From an optimization exercise on the open Yosys and OpenROAD flow, aimed at small area, a short achievable clock period and few clock cycles per item; shortcuts taken in it are not production practice.
Only simulation tests tie the RTL to the original design; equivalence was not proved.
No activity file was given, so power comes from the tool's default toggle rates.

==> flow/design.v <==
package ahb3_pkg;
  typedef logic [32-1:0] addr_t;
  typedef logic [32-1:0] word_t;
  typedef enum logic [1:0] {
    IDLE   = 2'b00,
    BUSY   = 2'b01,
    NONSEQ = 2'b10,
    SEQ    = 2'b11
  } htrans_e;
  typedef enum logic [2:0] {
    BYTE = 3'b000,
    HALF = 3'b001,
    WORD = 3'b010
  } hsize_e;
  typedef enum logic {
    OKAY  = 1'b0,
    ERROR = 1'b1
  } hresp_e;
  typedef enum logic [1:0] {
    ERR_IDLE,
    ERR_FIRST,
    ERR_SECOND
  } err_state_e;
  typedef struct packed {
    logic    hsel;
    addr_t   haddr;
    logic    hwrite;
    hsize_e  hsize;
    htrans_e htrans;
  } ahb3_req_t;
  typedef struct packed {
    word_t  hrdata;
    logic   hready;
    hresp_e hresp;
  } ahb3_rsp_t;
endpackage
package tile_map_pkg;
  typedef enum logic [1:0] {
    SLV_DM,
    SLV_BOOT,
    SLV_NONE
  } slave_e;
  function automatic ahb3_pkg::word_t boot_image(input logic [2:0] idx);
    case (idx)
      3'd0:    boot_image = 32'h0000_0093;   
      3'd1:    boot_image = 32'h0000_1137;   
      3'd2:    boot_image = 32'hff01_0113;   
      3'd3:    boot_image = 32'hf140_2573;   
      3'd4:    boot_image = 32'h0000_0293;   
      3'd5:    boot_image = 32'h0002_8067;   
      3'd6:    boot_image = 32'h1050_0073;   
      default: boot_image = 32'h0000_006f;   
    endcase
  endfunction
  function automatic slave_e slave_decode(input ahb3_pkg::addr_t addr);
    case (addr[32-1 -: 4])
      4'h0:   slave_decode = tile_map_pkg::SLV_DM;
      4'hf: slave_decode = tile_map_pkg::SLV_BOOT;
      default:          slave_decode = tile_map_pkg::SLV_NONE;
    endcase
  endfunction
endpackage
`timescale 1ns/1ps
module ahb3_interconnect (
  input  logic                clk,
  input  logic                arst_n_i,
  input  ahb3_pkg::ahb3_req_t m_req_i,
  output logic                accept_o,
  output logic                sel_dm_o,
  output logic                sel_boot_o,
  output logic                hready_o,
  output logic                hresp_o
);
  tile_map_pkg::slave_e addr_slv;
  logic                 err_req;
  logic                 err_first;
  assign addr_slv = tile_map_pkg::slave_decode(m_req_i.haddr);
  assign accept_o = hready_o && m_req_i.hsel && m_req_i.htrans[1];
  assign sel_dm_o   = (addr_slv == tile_map_pkg::SLV_DM);
  assign sel_boot_o = (addr_slv == tile_map_pkg::SLV_BOOT);
  assign err_req = accept_o && (addr_slv == tile_map_pkg::SLV_NONE ||
                                (addr_slv == tile_map_pkg::SLV_BOOT && m_req_i.hwrite));
  assign err_first = !hready_o;
  always_ff @(posedge clk or negedge arst_n_i) begin
    if (!arst_n_i) begin
      hready_o <= 1'b1;
      hresp_o  <= 1'b0;
    end else if (err_first) begin
      hready_o <= 1'b1;
      hresp_o  <= 1'b1;
    end else begin
      hready_o <= !err_req;
      hresp_o  <= err_req;
    end
  end
endmodule
`timescale 1ns/1ps
module ahb3_sram_sp (
  input  logic                clk,
  input  logic                arst_n_i,
  input  logic                wr_take_i,    
  input  ahb3_pkg::addr_t     haddr_i,
  input  ahb3_pkg::hsize_e    hsize_i,
  input  ahb3_pkg::word_t     hwdata_i,
  input  logic                ovr_i,
  input  ahb3_pkg::word_t     ovr_data_i,
  output ahb3_pkg::word_t     rdata_o
);
  localparam int unsigned LANES = 32 / 8;
  localparam int unsigned OFF_W = $clog2(LANES);
  localparam int unsigned WORDS = 1024 / LANES;
  localparam int unsigned IDX_W = $clog2(WORDS);
  logic [IDX_W-1:0] a_idx;
  logic [LANES-1:0] addr_be;
  logic [IDX_W-1:0] dp_idx;
  logic [15:0]      dp_col_n;   
  logic [LANES-1:0] dp_wbe;     
  logic             hit;
  logic [LANES-1:0] alt_sel;    
  ahb3_pkg::word_t  alt_data;
  logic [32-1:0][1:0] half_n;     
  logic [32-1:0][1:0] half_n_q;
  ahb3_pkg::word_t  alt_n;      
  ahb3_pkg::word_t  alt_n_q;
  assign a_idx = haddr_i[IDX_W+OFF_W-1:OFF_W];
  always_comb begin
    case (hsize_i)
      ahb3_pkg::BYTE: addr_be = LANES'(1) << haddr_i[OFF_W-1:0];
      ahb3_pkg::HALF: addr_be = LANES'(3) << {haddr_i[OFF_W-1:1], 1'b0};
      ahb3_pkg::WORD: addr_be = '1;
      default:        addr_be = '0;
    endcase
  end
  always_ff @(posedge clk or negedge arst_n_i) begin
    if (!arst_n_i) begin
      dp_wbe <= '0;
    end else begin
      dp_wbe <= wr_take_i ? addr_be : '0;
    end
  end
  always_ff @(posedge clk) begin
    dp_idx <= a_idx;
  end
  always_ff @(posedge clk) begin
    for (int c = 0; c < 16; c++) dp_col_n[c] <= (a_idx[3:0] != 4'(c));
  end
  for (genvar l = 0; l < LANES; l++) begin : g_lane
    ahb3_sram_lane #(.IDX_W(IDX_W)) u_lane (
      .clk      (clk),
      .we_i     (wr_take_i && addr_be[l]),
      .dp_col_n_i(dp_col_n),
      .wdata_i  (hwdata_i[8*l +: 8]),
      .a_idx_i  (a_idx),
      .alt_i    (alt_sel[l]),
      .half_n_o (half_n[8*l +: 8])
    );
  end
  assign hit = (dp_idx == a_idx);
  always_comb begin
    for (int i = 0; i < LANES; i++) begin
      alt_sel[i]         = ovr_i || (hit && dp_wbe[i]);
      alt_data[8*i +: 8] = ovr_i ? ovr_data_i[8*i +: 8] : hwdata_i[8*i +: 8];
      alt_n[8*i +: 8]    = ~({8{alt_sel[i]}} & alt_data[8*i +: 8]);
    end
  end
  always_ff @(posedge clk) begin
    half_n_q <= half_n;
    alt_n_q  <= alt_n;
  end
  always_comb begin
    for (int b = 0; b < 32; b++) begin
      rdata_o[b] = !(alt_n_q[b] && half_n_q[b][0] && half_n_q[b][1]);
    end
  end
endmodule
module ahb3_sram_lane #(
  parameter int unsigned IDX_W = 8
) (
  input  logic              clk,
  input  logic              we_i,        
  input  logic [15:0]       dp_col_n_i,  
  input  logic [7:0]        wdata_i,
  input  logic [IDX_W-1:0]  a_idx_i,     
  input  logic              alt_i,       
  output logic [7:0][1:0]   half_n_o     
);
  localparam int unsigned COL_W = IDX_W / 2;
  localparam int unsigned ROW_W = IDX_W - COL_W;
  localparam int unsigned COLS  = 1 << COL_W;
  localparam int unsigned ROWS  = 1 << ROW_W;
  logic [COLS-1:0] a_col;      
  logic [ROWS-1:0] a_row;
  logic [ROWS-1:0] dp_row_we_n;
  always_comb begin
    for (int c = 0; c < COLS; c++) a_col[c] = (a_idx_i[COL_W-1:0] == COL_W'(c));
    for (int r = 0; r < ROWS; r++) a_row[r] = (a_idx_i[IDX_W-1:COL_W] == ROW_W'(r));
  end
  always_ff @(posedge clk) begin
    dp_row_we_n <= ~({ROWS{we_i}} & a_row);
  end
  logic [ROWS-1:0][7:0] none;
  for (genvar r = 0; r < ROWS; r++) begin : g_row
    ahb3_sram_row #(
      .COLS (COLS),
      .LANES(1)
    ) u_row (
      .clk        (clk),
      .lane_we_n_i(dp_row_we_n[r]),
      .col_we_n_i (dp_col_n_i),
      .wdata_i    (wdata_i),
      .col_i      (a_col),
      .row_i      (a_row[r]),
      .none_o     (none[r])
    );
  end
  for (genvar b = 0; b < 8; b++) begin : g_bit
    logic [ROWS-1:0] none_rows;
    for (genvar r = 0; r < ROWS; r++) begin : g_r
      assign none_rows[r] = none[r][b];
    end
    ahb3_sram_or_tree #(.N(ROWS)) u_tree (
      .none_i (none_rows),
      .alt_i  (alt_i),
      .half_n_o(half_n_o[b])
    );
  end
endmodule
module ahb3_sram_row #(
  parameter int unsigned COLS  = 16,
  parameter int unsigned LANES = 4
) (
  input  logic                 clk,
  input  logic [LANES-1:0]     lane_we_n_i,   
  input  logic [COLS-1:0]      col_we_n_i,    
  input  logic [8*LANES-1:0]   wdata_i,
  input  logic [COLS-1:0]      col_i,         
  input  logic                 row_i,         
  output logic [8*LANES-1:0]   none_o         
);
  logic [8*LANES-1:0] mem [COLS];
  for (genvar c = 0; c < COLS; c++) begin : g_col
    for (genvar l = 0; l < LANES; l++) begin : g_lane
      logic we;
      ahb3_sram_nor2 u_we (.a(lane_we_n_i[l]), .b(col_we_n_i[c]), .y(we));
      always_ff @(posedge clk) begin
        if (we) mem[c][8*l +: 8] <= wdata_i[8*l +: 8];
      end
    end
  end
  for (genvar b = 0; b < 8 * LANES; b++) begin : g_bit
    logic [1:0] half;
    for (genvar h = 0; h < 2; h++) begin : g_half
      logic [COLS/2-1:0] d;
      for (genvar c = 0; c < COLS / 2; c++) begin : g_c
        assign d[c] = mem[(COLS/2)*h + c][b];
      end
      ahb3_sram_sel8 u_half (.sel_i(col_i[(COLS/2)*h +: COLS/2]), .d_i(d), .y(half[h]));
    end
    ahb3_sram_o21ai u_row (.a1(half[0]), .a2(half[1]), .b1(row_i), .y(none_o[b]));
  end
endmodule
module ahb3_sram_or_tree #(
  parameter int unsigned N = 16
) (
  input  logic [N-1:0] none_i,
  input  logic         alt_i,
  output logic [1:0]   half_n_o
);
  logic [N/4-1:0] some;
  for (genvar q = 0; q < N / 4; q++) begin : g_quad
    ahb3_sram_nand4 u_quad (.a(none_i[4*q +: 4]), .y(some[q]));
  end
  assign half_n_o[0] = alt_i || !(|some[N/8-1:0]);
  assign half_n_o[1] = alt_i || !(|some[N/4-1:N/8]);
endmodule
module ahb3_sram_sel8 (
  input  logic [7:0] sel_i,
  input  logic [7:0] d_i,
  output logic       y
);
  logic [3:0] pair_n;
  for (genvar p = 0; p < 4; p++) begin : g_pair
    assign pair_n[p] = !((sel_i[2*p] & d_i[2*p]) | (sel_i[2*p+1] & d_i[2*p+1]));
  end
  assign y = !(&pair_n);
endmodule
module ahb3_sram_a22oi (
  input  logic a1, a2, b1, b2,
  output logic y
);
  assign y = !((a1 & a2) | (b1 & b2));
endmodule
module ahb3_sram_nand4 (
  input  logic [3:0] a,
  output logic       y
);
  assign y = !(&a);
endmodule
module ahb3_sram_o21ai (
  input  logic a1, a2, b1,
  output logic y
);
  assign y = !((a1 | a2) & b1);
endmodule
module ahb3_sram_nor2 (
  input  logic a, b,
  output logic y
);
  assign y = !(a | b);
endmodule
`timescale 1ns/1ps
module ahb3_bootrom (
  input  logic [$clog2(8)-1:0] idx_i,
  output ahb3_pkg::word_t                        rdata_o
);
  assign rdata_o = tile_map_pkg::boot_image(idx_i);
endmodule
`timescale 1ns/1ps
module ahb3_tile (
  input  logic                clk,
  input  logic                arst_n_i,
  input  logic                hsel_i,
  input  logic [31:0]         haddr_i,
  input  logic                hwrite_i,
  input  logic [2:0]          hsize_i,
  input  logic [1:0]          htrans_i,
  input  logic [31:0]         hwdata_i,
  output logic [31:0]         hrdata_o,
  output logic                hready_o,
  output logic                hresp_o
);
  ahb3_pkg::ahb3_req_t req_i;
  assign req_i.hsel   = hsel_i;
  assign req_i.haddr  = haddr_i;
  assign req_i.hwrite = hwrite_i;
  assign req_i.hsize  = ahb3_pkg::hsize_e'(hsize_i);
  assign req_i.htrans = ahb3_pkg::htrans_e'(htrans_i);
  logic            accept;
  logic            sel_dm;
  logic            sel_boot;
  ahb3_pkg::word_t rdata;
  ahb3_pkg::word_t boot_rdata;
  ahb3_interconnect u_bus (
    .clk       (clk),
    .arst_n_i  (arst_n_i),
    .m_req_i   (req_i),
    .accept_o  (accept),
    .sel_dm_o  (sel_dm),
    .sel_boot_o(sel_boot),
    .hready_o  (hready_o),
    .hresp_o   (hresp_o)
  );
  ahb3_sram_sp u_ram (
    .clk      (clk),
    .arst_n_i (arst_n_i),
    .wr_take_i(accept && sel_dm && hwrite_i),
    .haddr_i  (req_i.haddr),
    .hsize_i  (req_i.hsize),
    .hwdata_i (hwdata_i),
    .ovr_i    (sel_boot),
    .ovr_data_i(boot_rdata),
    .rdata_o  (rdata)
  );
  ahb3_bootrom u_bootrom (
    .idx_i  (haddr_i[4:2]),
    .rdata_o(boot_rdata)
  );
  assign hrdata_o = rdata;
endmodule
==> flow/flow/run.sh <==
#!/bin/bash
# The standard layout (standard.sh), with three changes:
#  - the port buffers are plain buffers instead of delay cells,
#  - repair may swap a cell for one of another footprint (so a slow buffer
#    can become a fast one),
#  - clock tree leaves drive larger clusters, and no dummy loads are added.
# Each ORFS step keeps its own log under orfs/logs/; make's output is in
# flow.log.
set -euo pipefail
bash standard.sh \
  BUFFER_PORTS_ARGS="-buffer_cell sky130_fd_sc_hd__buf_4" \
  MATCH_CELL_FOOTPRINT=0 \
  CTS_ARGS="-sink_clustering_enable -repair_clock_nets -dont_use_dummy_load -sink_clustering_size 16 -sink_clustering_max_diameter 45 -sink_clustering_buffer sky130_fd_sc_hd__clkbuf_8" \
  finish > flow.log 2>&1
==> flow/standard.sh <==
#!/bin/bash
# synth_recipe.tcl (not shown) runs the flow's synth.tcl, then flattens the netlist and writes it again
# the make line also repeats each setting of config.mk as NAME=value (left out here)
make -C /OpenROAD-flow-scripts/flow DESIGN_CONFIG=/design/flow/config.mk WORK_HOME=/design/flow/orfs CLKGATE_MAP_FILE= SYNTH_SCRIPT=/design/flow/synth_recipe.tcl "${@:-finish}"
==> flow/config.mk <==
export PLATFORM = sky130hd
export DESIGN_NAME = ahb3_tile
export DESIGN_NICKNAME = ahb3_tile
export VERILOG_FILES = /design/flow/design.v
export SDC_FILE = /design/flow/constraint.sdc
export NUM_CORES = 8
export LEC_CHECK = 0
export CAP_MARGIN = 20
export CORE_MARGIN = 2
export CORE_UTILIZATION = 72
export GPL_ROUTABILITY_DRIVEN = 0
export PLACE_DENSITY = 0.8
export SETUP_SLACK_MARGIN = 4.0
export SLEW_MARGIN = 20
export SYNTH_HIERARCHICAL = 1
export SYNTH_MEMORY_MAX_BITS = 16384
==> flow/constraint.sdc <==
create_clock -name core_clock -period 7.0 [get_ports {clk}]
set_input_delay 1.4000 -clock core_clock [delete_from_list [all_inputs] [get_ports {clk}]]
set_output_delay 1.4000 -clock core_clock [all_outputs]
set_load 0.01 [all_outputs]
==> results of run 1 <==
cell usage after synthesis, types with 3 or more instances:
master,n
buf_6,7
and3b_1,8
nor3_1,48
nand2_1,77
nand4_1,1154
a21oi_1,4
a31o_2,4
a22oi_1,4127
xor2_1,5
o21ai_1,512
nor2b_1,15
xnor2_1,3
nand2b_1,33
dfxtp_1,184
inv_1,4
nor4_1,8
clkbuf_1,7
nor3b_2,4
nand3_1,55
edfxtp_1,8192
dfrtp_1,5
nor2_1,1108
buf_4,24
o21bai_1,64
and3_1,37
buf_2,11
and2_1,3
power breakdown:
part | total, W | internal [W] | switching [W]
Clock | 0.0239 | 0.00952 | 0.0143
Combinational | 0.00333 | 0.000805 | 0.00253
Sequential | 0.0551 | 0.0550 | 0.000125
repair_timing:
action / in CTS / in global routing
gates resized for setup: 349 / 94
gates cloned: 13 / 5
hold endpoints to repair: 0 / 0
endpoints found under the setup margin: 98 / 98
pin swaps: 50 / 18
hold buffers: 0 / 0
buffers inserted: 67 / 12
stage by stage:
stage          util [%]  worst slack (ps)
2_1_floorplan         -              1770
3_3_place_gp       74.8              1960
3_5_place_dp       74.8              1930
4_1_cts            77.7              3770
5_1_grt            77.9              3790
6_report           77.9              3800
per-module statistics from Yosys (local to each module, per instance), excerpt:
| module | flip-flops and latches | cells inside | cell area, sq um |
|---|---|---|---|
| ahb3_bootrom | 0 | 40 | 287 |
| ahb3_interconnect | 2 | 9 | 100 |
| ahb3_sram_nand4 | 0 | 1 | 6.26 |
| ahb3_sram_nor2 | 0 | 1 | 3.75 |
| ahb3_sram_o21ai | 0 | 1 | 5.00 |
| ahb3_sram_sel8 | 0 | 5 | 36.3 |
| ahb3_sram_sp | 124 | 288 | 3530 |
| ahb3_tile | 0 | 1 | 6.26 |
critical path: cells and delay by family, from the launching register on:
kind                   cells  cell delay, ps
and+or+nand+nor            1             150
DFF                        1             410
buffers and inverters      1             170
per-layer routing:
layer,routed length (microns),global-route usage (%)
met5,112,0
met4,39500,15.5
met3,111000,8.13
met2,358000,55.4
met1,265000,52.0
worst paths after layout:
check / depth (start not counted) / to / start
hold / removal: 1 / u_ram.dp_wbe[3] / arst_n_i
hold reg to reg: 2 / u_bus.hresp_o / u_bus.hready_o
setup / recovery: 2 / hrdata_o[4] / u_ram.half_n_q[8]
setup reg to reg: 3 / u_ram.g_lane[1].u_lane.g_row[12].u_row.mem[12][5] / u_ram.dp_col_n[12]
min in group core_clock: 2 / u_bus.hresp_o / u_bus.hready_o
max in group asynchronous: 1 / u_ram.dp_wbe[1] / arst_n_i
registers in the layout, indices dropped and copies added (netlist names):
signal / flops
u_bus.hready_o: 1
u_ram.g_lane.u_lane.dp_row_we_n: 64
u_ram.half_n_q: 64
u_bus.hresp_o: 1
u_ram.dp_idx: 8
u_ram.alt_n_q: 32
u_ram.dp_col_n: 16
u_ram.dp_wbe: 4
u_ram.g_lane.u_lane.g_row.u_row.mem: 8192
cells in the final DEF (no fill, tap or decap), types with 9 or more instances in the layout:
master,count
clkbuf_16,79
nor3_4,28
nor2_2,25
nand2b_1,14
nor2_1,1053
nand2_1,73
dfxtp_1,107
buf_12,82
nand2b_4,11
o21bai_1,64
buf_8,43
o21ai_2,27
dfxtp_4,49
and3_1,37
nor2b_1,15
buf_6,60
buf_4,235
a22oi_1,4109
nor2_4,40
nand2b_2,9
nor3_2,14
nand3_4,29
clkbuf_8,611
edfxtp_1,8192
nand4_1,1154
o21ai_1,485
nand3_1,23
a22oi_2,19
dfxtp_2,28
diode_2,16
buf_16,10
cells by family (layout without fill, tap and decap cells):
logic type	Yosys count	in the layout
XOR/XNOR	9	9
AND/OR/NAND/NOR	2562	2570
flip-flops	8382	8382
buffers and inverters	54	1126
other	2	24
AO/OA/AOI/OAI	4717	4717
cell type report:
cell class | instances | share of cell area [%]
antenna | 16 | 0.0125
clock buffer | 675 | 3.13
inverter | 5 | 0.00584
multi-input combinational | 7304 | 15.2
sequential | 8382 | 77.9
tap | 5474 | 2.13
timing repair buffer | 446 | 1.66
==> flow_metrics.py, run 1 <==
metrics = {
    "route": {
        "avgRoutedWirePerCell_microns": 34.7,
        "drc_errors": 0,
        "routed_wl_mm": 773,
        "dr.pass1.iters": 9,
        "num_vias": 171000,
        "vias_per_cell": 7.66,
        "ant_nets": 0,
        "initialDrtViolationCount": 32400,
    },
    "synthesis": {
        "avgSynthCellArea_sq_um": 18.9,
        "synth-xor-area-share_pct": 0.0290,
        "synth_top_family_by_area": "compound AO/OA/AOI/OAI gates",
        "synth_mux_area_share_pct": 0,
        "synthesis.yosys.warnings": 12,
        "synthAdderAreaFrac_pct": 0,
        "synth_edf_count": 8192,
        "synth_seq_cells": 8382,
        "synthFlopType": "edfxtp_1",
        "netlist_instances": 15700,
        "yosysTopAreaCellShare_pct": 82.7,
        "synth_area_sq_mm": 0.297,
        "synthDistinctLibCells": 48,
        "ys_seq_area_share_pct": 84.0,
        "synth_compound_area_share_pct": 11.5,
        "synth_top_area_cell": "edfxtp_1",
        "synth_area_leaders": "edfxtp_1, a22oi_1, nand4_1, nor2_1, dfxtp_1",
        "async_reset_ff_share_pct": 0.0716,
        "synthSimpleGateAreaFrac_pct": 4.38,
    },
    "cts": {
        "path_clk_slew_ps": 100,
        "cts_made_buffers": 675,
        "clock_sinks": 8382,
        "root_buffer": "clkbuf_16",
        "cts_buffer_depth": 4,
        "clock_latency_ps": 1100,
        "cts_tree": "yes",
        "htreeDepth": 6,
    },
    "cells_and_area": {
        "area_growth_pct": 7.99,
        "seq_area_sq_mm": 0.250,
        "multi_input_area_sq_mm": 0.0488,
        "nFillCells": 20700,
        "fin_cells": 22300,
        "fin_area_sq_mm": 0.321,
        "fin_nets": 16900,
        "final_layout_size_suffix_gt1_share_pct": 8.51,
    },
    "setup_path": {
        "critical_path_class": "reg -> out",
        "r2r_slack_ps": 4100,
        "cpPeakStageDelay_ps": 410,
        "required_ps": 5600,
        "crit_path_max_fanout": 1,
        "cpMaxStageDelayCell": "dfxtp_4",
        "crit_arrival_ps": 1800,
        "worstSetupEndpointType": "output pin",
        "worstPathCellList": "nand3_4, buf_6",
        "cp-start-kind": "flop",
    },
    "die": {
        "dieArea_sq_mm": 0.418,
        "coreArea_sq_mm": 0.412,
        "rows": 236,
        "die_h_microns": 647,
        "ios": 107,
        "fp.dieW_microns": 647,
        "start_util_pct": 72.2,
    },
    "grt": {
        "grt_pass1_wl_mm": 1100,
        "grt_pass1_vias": 161000,
        "grt_remaining_overflow": 0,
        "grtUsageTotal_pct": 36.4,
        "antenna_found_initial": 23,
        "grt_max_degree": 212,
    },
    "outcome": {
        "status": "timing/DRC/antenna clean",
    },
    "run": {
        "cap_violations": 0,
    },
    "sta": {
        "fin_crit_sh_pct": 45.8,
        "slew_violations": 0,
        "fin_skew_ps": 91.1,
        "hold_slack_ps": 320,
        "setup_viol": 0,
        "hold_viol_final": 0,
        "max_freq_mhz": 312,
        "tightest_slew_ps": 1390,
        "rsz0062_at_grt": "true",
        "finalSetupTns_ps": 0,
        "maxSlewHeadroom_pct": 7.04,
        "period_needed_ps": 3200,
    },
    "place": {
        "dp_cells": 21500,
        "io_buffer_count": 87,
        "placed_cell_area_sq_mm": 0.308,
        "hpwl_mm": 430,
    },
    "power_and_ir_drop": {
        "p_leak_nw": 94.2,
        "vdd_drop_max_v": 0.000253,
        "p_total_w": 0.0823,
        "p_per_area_mw_per_mm2": 256,
    },
    "worst_hold_path": {
        "hold_class": "in -> async",
    },
}
Testbench counts, summed over its fixed seeds: cycles 26,056, transfers 26,048.
==> run 2: changes to the inputs <==
--- a/flow/config.mk
+++ b/flow/config.mk
@@ -11,5 +11,5 @@
 export GPL_ROUTABILITY_DRIVEN = 0
 export PLACE_DENSITY = 0.8
-export SETUP_SLACK_MARGIN = 4.0
+export SETUP_SLACK_MARGIN = 3.8
 export SLEW_MARGIN = 20
 export SYNTH_HIERARCHICAL = 1
==> flow_metrics.py, run 2 <==
metrics = {
    "power_and_ir_drop": {
        "p_per_area_mw_per_mm2": 257,
        "p_switching_w": 0.0169,
        "vdd_drop_max_v": 0.000257,
        "p_leak_nw": 93.9,
        "swShare_pct": 20.6,
        "combinationalPowerShare_pct": 4.0,
        "clkPwrFrac_pct": 29.0,
        "internal_power_w": 0.0653,
        "pwr-share-seq_pct": 67.1,
    },
    "route": {
        "ant_nets": 0,
        "routed_wl_mm": 765,
        "drc_errors": 0,
        "vias_per_cell": 7.64,
        "avgRoutedWirePerCell_microns": 34.3,
        "dr.pass1.iters": 7,
        "initialDrtViolationCount": 32200,
        "num_vias": 170000,
    },
    "die": {
        "rows": 236,
        "coreArea_sq_mm": 0.412,
        "start_util_pct": 72.2,
        "die_h_microns": 647,
        "fp.dieW_microns": 647,
        "ios": 107,
        "dieArea_sq_mm": 0.418,
    },
    "cts": {
        "htreeDepth": 6,
        "clock_latency_ps": 1090,
        "cts_tree": "yes",
        "cts_buffer_depth": 4,
        "path_clk_slew_ps": 80,
        "holdBufCountCts": 0,
        "cts_made_buffers": 675,
        "clock_sinks": 8382,
        "root_buffer": "clkbuf_16",
    },
    "place": {
        "hpwl_mm": 430,
        "io_buffer_count": 87,
    },
    "grt": {
        "antenna_found_initial": 17,
        "grtUsageTotal_pct": 36.1,
        "grt_remaining_overflow": 0,
        "grt_pass1_wl_mm": 1090,
        "grt_pass1_vias": 161000,
        "grt_max_degree": 212,
    },
    "synthesis": {
        "async_reset_ff_share_pct": 0.0716,
        "yosysMostFrequentCell": "edfxtp_1",
        "avgSynthCellArea_sq_um": 18.9,
        "synthFlopType": "edfxtp_1",
        "synth_seq_cells": 8382,
        "synthDistinctLibCells": 48,
        "synth_area_leaders": "edfxtp_1, a22oi_1, nand4_1, nor2_1, dfxtp_1",
        "synth_area_sq_mm": 0.297,
        "synth_edf_count": 8192,
        "netlist_instances": 15700,
        "synthesis.yosys.warnings": 12,
        "yosys-top-cells-count": "edfxtp_1, a22oi_1, nand4_1",
        "ys_seq_area_share_pct": 84.0,
        "synth_top_area_cell": "edfxtp_1",
        "yosysTopAreaCellShare_pct": 82.7,
    },
    "setup_path": {
        "reg2reg_depth": 7,
        "critical_path_class": "in -> reg",
        "required_ps": 7970,
        "cpPeakStageDelay_ps": 540,
        "cpMaxStageDelayCell": "a22oi_1",
        "worstSetupEndpointType": "flop",
        "crit_arrival_ps": 4320,
        "crit_path_max_fanout": 128,
        "cp-start-kind": "input port",
        "worstPathCellList": "buf_12, buf_6, nand2b_4, nor3_4, buf_12, a22oi_1, nand4_1, o21ai_1, nand4_1, o21bai_1",
    },
    "sta": {
        "rsz0062_at_grt": "true",
        "hold_viol_final": 0,
        "tightest_slew_ps": 1250,
        "max_freq_mhz": 299,
        "finalSetupTns_ps": 0,
        "slew_violations": 0,
        "setup_viol": 0,
        "maxSlewHeadroom_pct": 15.8,
        "period_needed_ps": 3350,
        "fin_crit_sh_pct": 47.8,
        "fin_skew_ps": 82.6,
    },
    "cells_and_area": {
        "final_cell_mix": "edfxtp_1, a22oi_1, nand4_1",
        "fin_nets": 16900,
        "largest-register": "u_ram.g_lane.u_lane.g_row.u_row.mem",
        "multi_input_area_sq_mm": 0.0485,
        "reg_top3": "u_ram.g_lane.u_lane.g_row.u_row.mem x8192, u_ram.g_lane.u_lane.dp_row_we_n x64, u_ram.half_n_q x64",
        "post-route-util_pct": 77.7,
        "layout_commonest_cell": "edfxtp_1",
        "nFillCells": 20800,
        "final_layout_size_suffix_gt1_share_pct": 7.98,
        "largest_reg_flops": 8192,
        "area_growth_pct": 7.66,
        "seq_area_sq_mm": 0.250,
    },
    "worst_hold_path": {
        "hold_class": "in -> async",
    },
    "run": {
        "cap_violations": 0,
    },
    "outcome": {
        "status": "timing/DRC/antenna clean",
    },
}
[run 2: cell count changes in the layout (fill, tap and decap cells not counted), sizes merged]
| cell | change |
|---|---|
| buf | -17 |
| clkbuf | -11 |
| diode | -3 |
[run 2: cell families after synthesis]
kind of cell,after synthesis,synth area share [%]
DFF,8382,84.0
xor gates and xnor gates,9,0.0290
and+or+nand+nor,2562,4.38
other,2,0.00252
buffers and inverters,54,0.121
AOI/OAI and AO/OA,4717,11.5
[run 2: final timing paths]
check / from / endpoint / slack, ps
max: haddr_i[4] / u_ram.half_n_q[37] / 3650
min: arst_n_i / u_ram.dp_wbe[3] / 340
max reg2reg: u_bus.hready_o / u_ram.g_lane[2].u_lane.dp_row_we_n[9] / 4060
min reg2reg: u_bus.hready_o / u_bus.hresp_o / 450
max in group asynchronous: arst_n_i / u_ram.dp_wbe[1] / 6220
min in group core_clock: u_bus.hready_o / u_bus.hresp_o / 450
[run 2: critical path: cells and delay by family]
family / cells / cell delay, ps
AO/OA/AOI/OAI: 3 / 1030
buffers and inverters: 3 / 740
AND/OR/NAND/NOR: 4 / 800
[run 2: timing repair]
| item | in CTS | in global routing |
|---|---|---|
| resized for setup | 218 | 70 |
| gates cloned | 10 | 1 |
| setup endpoints to repair | 96 | 75 |
| pin swaps | 31 | 10 |
| buffers inserted | 54 | 5 |
[run 2: layout make-up]
type                       instances  share of cell area [%]
multi-input combinational       7304                    15.2
clock buffer                     675                    3.14
antenna                           13                  0.0102
timing repair buffer             418                    1.46
sequential                      8382                    78.1
tap                             5474                    2.14
inverter                           5                 0.00586
[run 2: metrics by stage]
| step | instances | total power, W | setup WS (ps) | hold slack, ps | instance area, sq um |
|---|---|---|---|---|---|
| floorplan | 15700 | 0.0573 | 1770 | 452 | 298000 |
| global placement | 21500 | 0.0592 | 1960 | 434 | 308000 |
| detailed placement | 21500 | 0.0593 | 1930 | 440 | 308000 |
| CTS | 22300 | 0.0821 | 3770 | 255 | 320000 |
| global route | 22300 | 0.0840 | 3780 | 276 | 320000 |
| finish | 22300 | 0.0822 | 3650 | 336 | 320000 |
[run 2: per-module statistics from Yosys (local to each module, per instance), a selection]
module / cells inside / copies in the design / flip-flops and latches / cell area, sq um
ahb3_bootrom: 40 / 1 / 0 / 287
ahb3_sram_sp: 288 / 1 / 124 / 3530
ahb3_sram_nor2: 1 / 1024 / 0 / 3.75
ahb3_tile: 1 / 1 / 0 / 6.26
ahb3_sram_sel8: 5 / 1024 / 0 / 36.3
ahb3_interconnect: 9 / 1 / 2 / 100
ahb3_sram_o21ai: 1 / 512 / 0 / 5.00
ahb3_sram_nand4: 1 / 128 / 0 / 6.26
[run 2: routing by layer]
metal | up-vias | share of wire, % | global-route usage (%)
met5 | - | 0.0080 | 0
li1 | 69100 | - | -
met1 | 84800 | 34 | 51.9
met2 | 14400 | 47 | 55.1
met3 | 1894 | 14 | 7.94
met4 | 10 | 4.9 | 15.1
[run 2: power groups by stage]
stage	Sequential [W]	Combinational (W)	Clock [W]
floorplan	0.0562	0.00114	0
global placement	0.0562	0.00294	0
detailed placement	0.0562	0.00306	0
CTS	0.0551	0.00314	0.0238
global route	0.0551	0.00338	0.0255
finish	0.0551	0.00326	0.0238
==> run 3: changes to the inputs <==
--- a/flow/config.mk
+++ b/flow/config.mk
@@ -8,8 +8,8 @@
 export CAP_MARGIN = 20
 export CORE_MARGIN = 2
-export CORE_UTILIZATION = 72
+export CORE_UTILIZATION = 70
 export GPL_ROUTABILITY_DRIVEN = 0
-export PLACE_DENSITY = 0.8
-export SETUP_SLACK_MARGIN = 3.8
+export PLACE_DENSITY = 0.78
+export SETUP_SLACK_MARGIN = 4.0
 export SLEW_MARGIN = 20
 export SYNTH_HIERARCHICAL = 1
==> flow_metrics.py, run 3 <==
metrics = {
    "power_and_ir_drop": {
        "p_per_area_mw_per_mm2": 257,
        "vdd_drop_max_v": 0.000280,
        "p_total_w": 0.0826,
        "p_leak_nw": 94.1,
    },
    "grt": {
        "grt_pass1_wl_mm": 1100,
        "grtUsageMet2_pct": 54.6,
        "grt_use_met3_pct": 7.16,
        "top_usage_layer": "met2",
        "antenna_found_initial": 19,
        "grt_remaining_overflow": 0,
        "grtUsageMet1_pct": 50.4,
        "grtUsageTotal_pct": 35.3,
        "grt_pass1_vias": 161000,
        "grt_max_degree": 189,
    },
    "synthesis": {
        "netlist_instances": 15700,
        "synthDistinctLibCells": 48,
        "synth_area_sq_mm": 0.297,
        "synth_edf_count": 8192,
        "synthesis.yosys.warnings": 12,
        "avgSynthCellArea_sq_um": 18.9,
        "synth_seq_cells": 8382,
        "yosysTopAreaCellShare_pct": 82.7,
        "synth_top_area_cell": "edfxtp_1",
        "yosysMostFrequentCell": "edfxtp_1",
        "synthFlopType": "edfxtp_1",
        "yosys-top-cells-count": "edfxtp_1, a22oi_1, nand4_1",
        "async_reset_ff_share_pct": 0.0716,
        "synth_area_leaders": "edfxtp_1, a22oi_1, nand4_1, nor2_1, dfxtp_1",
        "ys_seq_area_share_pct": 84.0,
    },
    "sta": {
        "rsz0062_at_grt": "true",
        "maxSlewHeadroom_pct": 15.2,
        "tightest_slew_ps": 1270,
        "setup_viol": 0,
        "fin_ws_ps": 3790,
        "slew_violations": 0,
        "max_freq_mhz": 312,
        "hold_viol_final": 0,
        "fin_skew_ps": 83.5,
        "fin_crit_sh_pct": 45.8,
        "finalSetupTns_ps": 0,
        "period_needed_ps": 3210,
    },
    "cells_and_area": {
        "fin_nets": 16900,
        "post-route-util_pct": 75.8,
        "multi_input_area_sq_mm": 0.0487,
        "layout_commonest_cell": "edfxtp_1",
        "nFillCells": 22900,
        "final_layout_size_suffix_gt1_share_pct": 8.34,
        "final_cell_mix": "edfxtp_1, a22oi_1, nand4_1",
        "largest_reg_flops": 8192,
        "reg_top3": "u_ram.g_lane.u_lane.g_row.u_row.mem x8192, u_ram.g_lane.u_lane.dp_row_we_n x64, u_ram.half_n_q x64",
        "seq_area_sq_mm": 0.250,
        "fin_cells": 22500,
        "area_growth_pct": 7.92,
        "largest-register": "u_ram.g_lane.u_lane.g_row.u_row.mem",
    },
    "route": {
        "ant_nets": 0,
        "drc_errors": 0,
        "avgRoutedWirePerCell_microns": 34.6,
        "vias_per_cell": 7.52,
        "routed_wl_mm": 777,
        "num_vias": 169000,
        "dr.pass1.iters": 18,
        "initialDrtViolationCount": 31200,
    },
    "die": {
        "fp.dieW_microns": 656,
        "rows": 239,
        "dieArea_sq_mm": 0.430,
        "die_h_microns": 656,
        "ios": 107,
        "start_util_pct": 70.2,
        "coreArea_sq_mm": 0.423,
    },
    "setup_path": {
        "critical_path_class": "reg -> out",
        "cp-start-kind": "flop",
        "reg2reg_depth": 8,
        "cpPeakStageDelay_ps": 400,
        "r2r_start": "u_bus.hready_o",
        "worstPathBufferInverterCount": 1,
        "cp_top_family": "flip-flops",
        "cpMaxStageDelayCell": "dfxtp_4",
        "crit_arrival_ps": 1810,
        "worstPathCellList": "nand3_4, buf_6",
        "crit_path_max_fanout": 1,
        "required_ps": 5600,
        "r2r_slack_ps": 4110,
        "worstSetupEndpointType": "output pin",
        "rr_endpoint": "u_ram.g_lane[3].u_lane.dp_row_we_n[4]",
    },
    "cts": {
        "cts_tree": "yes",
        "clock_latency_ps": 1070,
        "root_buffer": "clkbuf_16",
        "path_clk_slew_ps": 90,
        "htreeDepth": 6,
        "clock_sinks": 8382,
        "cts_made_buffers": 689,
        "cts_buffer_depth": 4,
        "holdBufCountCts": 0,
    },
    "place": {
        "dp_cells": 21700,
        "pre_cts_ws_ps": 2030,
        "hpwl_mm": 435,
        "io_buffer_count": 87,
    },
    "run": {
        "cap_violations": 0,
    },
    "outcome": {
        "status": "timing/DRC/antenna clean",
    },
    "worst_hold_path": {
        "hold_class": "in -> async",
    },
}
run 3: cell types whose count changed in the layout (fill, tap and decap cells not counted), sizes merged:
| cell | previous run | this run |
|---|---|---|
| nor2 | 1118 | 1114 |
| clkbuf | 680 | 701 |
| diode | 13 | 17 |
run 3: how the worst max path moves through the flow:
stage | start | end | cells past startpoint
detailed placement | haddr_i[5] | u_ram.half_n_q[56] | 9
finish | u_ram.half_n_q[7] | hrdata_o[3] | 2
global route | u_ram.half_n_q[10] | hrdata_o[5] | 2
global placement | haddr_i[2] | u_ram.half_n_q[1] | 9
CTS | u_ram.half_n_q[10] | hrdata_o[5] | 2
floorplan | haddr_i[4] | u_ram.half_n_q[13] | 6
run 3: cells by family (layout without fill, tap and decap cells):
logic type / Yosys count / after routing / synth area share, %
AOI/OAI and AO/OA: 4717 / 4717 / 11.5
buffers and inverters: 54 / 1119 / 0.121
and+or+nand+nor: 2562 / 2566 / 4.38
xor gates and xnor gates: 9 / 9 / 0.0290
other: 2 / 25 / 0.00252
DFF: 8382 / 8382 / 84.0
run 3: layout make-up:
class	instances	area share, %
multi-input combinational	7300	15.2
inverter	5	0.00585
tap	5663	2.21
timing repair buffer	425	1.52
sequential	8382	77.9
clock buffer	689	3.20
antenna	17	0.0133
run 3: power by group:
part | internal (W) | total (W) | switching (W)
clock | 0.00970 | 0.0241 | 0.0144
sequential | 0.0550 | 0.0551 | 0.000113
combinational | 0.000791 | 0.00335 | 0.00256
run 3: routing by layer:
metal	up-vias	routed length, microns
met2	13300	365000
met5	-	113
met1	84700	271000
li1	69100	-
met4	18	37300
met3	1902	103000
run 3: Yosys stat by module (local to each module, per instance), excerpt:
module,area [sq um],times used
ahb3_sram_sp,3530,1
ahb3_sram_o21ai,5.00,512
ahb3_tile,6.26,1
ahb3_sram_nand4,6.26,128
ahb3_bootrom,287,1
ahb3_sram_sel8,36.3,1024
ahb3_interconnect,100,1
ahb3_sram_nor2,3.75,1024
run 3: metrics by stage:
step | area [sq um] | hold WS [ps]
finish | 321000 | 327
global route | 321000 | 288
CTS | 320000 | 270
detailed placement | 309000 | 453
global placement | 309000 | 441
floorplan | 298000 | 452
run 3: repair_timing:
action,4_1_cts,5_1_grt
gates resized for setup,270,76
pin swaps,43,24
endpoints found under the setup margin,121,97
cloned,8,5
setup buffers,48,7

-- what the ideal ports hide --
No port has a modelled driver above. Below, the same layouts with a new extraction and two added sets of constraints. Step 1, drivers: a clkbuf_16 drives clk and a buf_2 each remaining input, both assumed. Step 2, shift: input delay + t, output delay - t, t = (earliest + latest rising clock arrival at the registers) / 2. This alone moves slack from input paths to output paths. Three values: ideal ports, drivers, drivers and shift; two values: the first two.
run | t (ns) | setup slack, ns | hold WS [ns] | worst slew at a driven data input, ns
run 1 | 1.170 | 3.796 / 3.582 / 2.412 | 0.320 / 0.226 / 0.575 | 0.42
run 2 | 1.160 | 3.652 / 3.611 / 2.451 | 0.336 / 0.242 / 0.450 | 0.23
run 3 | 1.149 | 3.794 / 3.629 / 2.480 | 0.327 / 0.236 / 0.594 | 0.48
After both steps setup and hold are still met in every run listed. For run 1, which loses most, drivers alone change the setup slack by -0.214 ns; drivers and shift together by -1.384 ns.
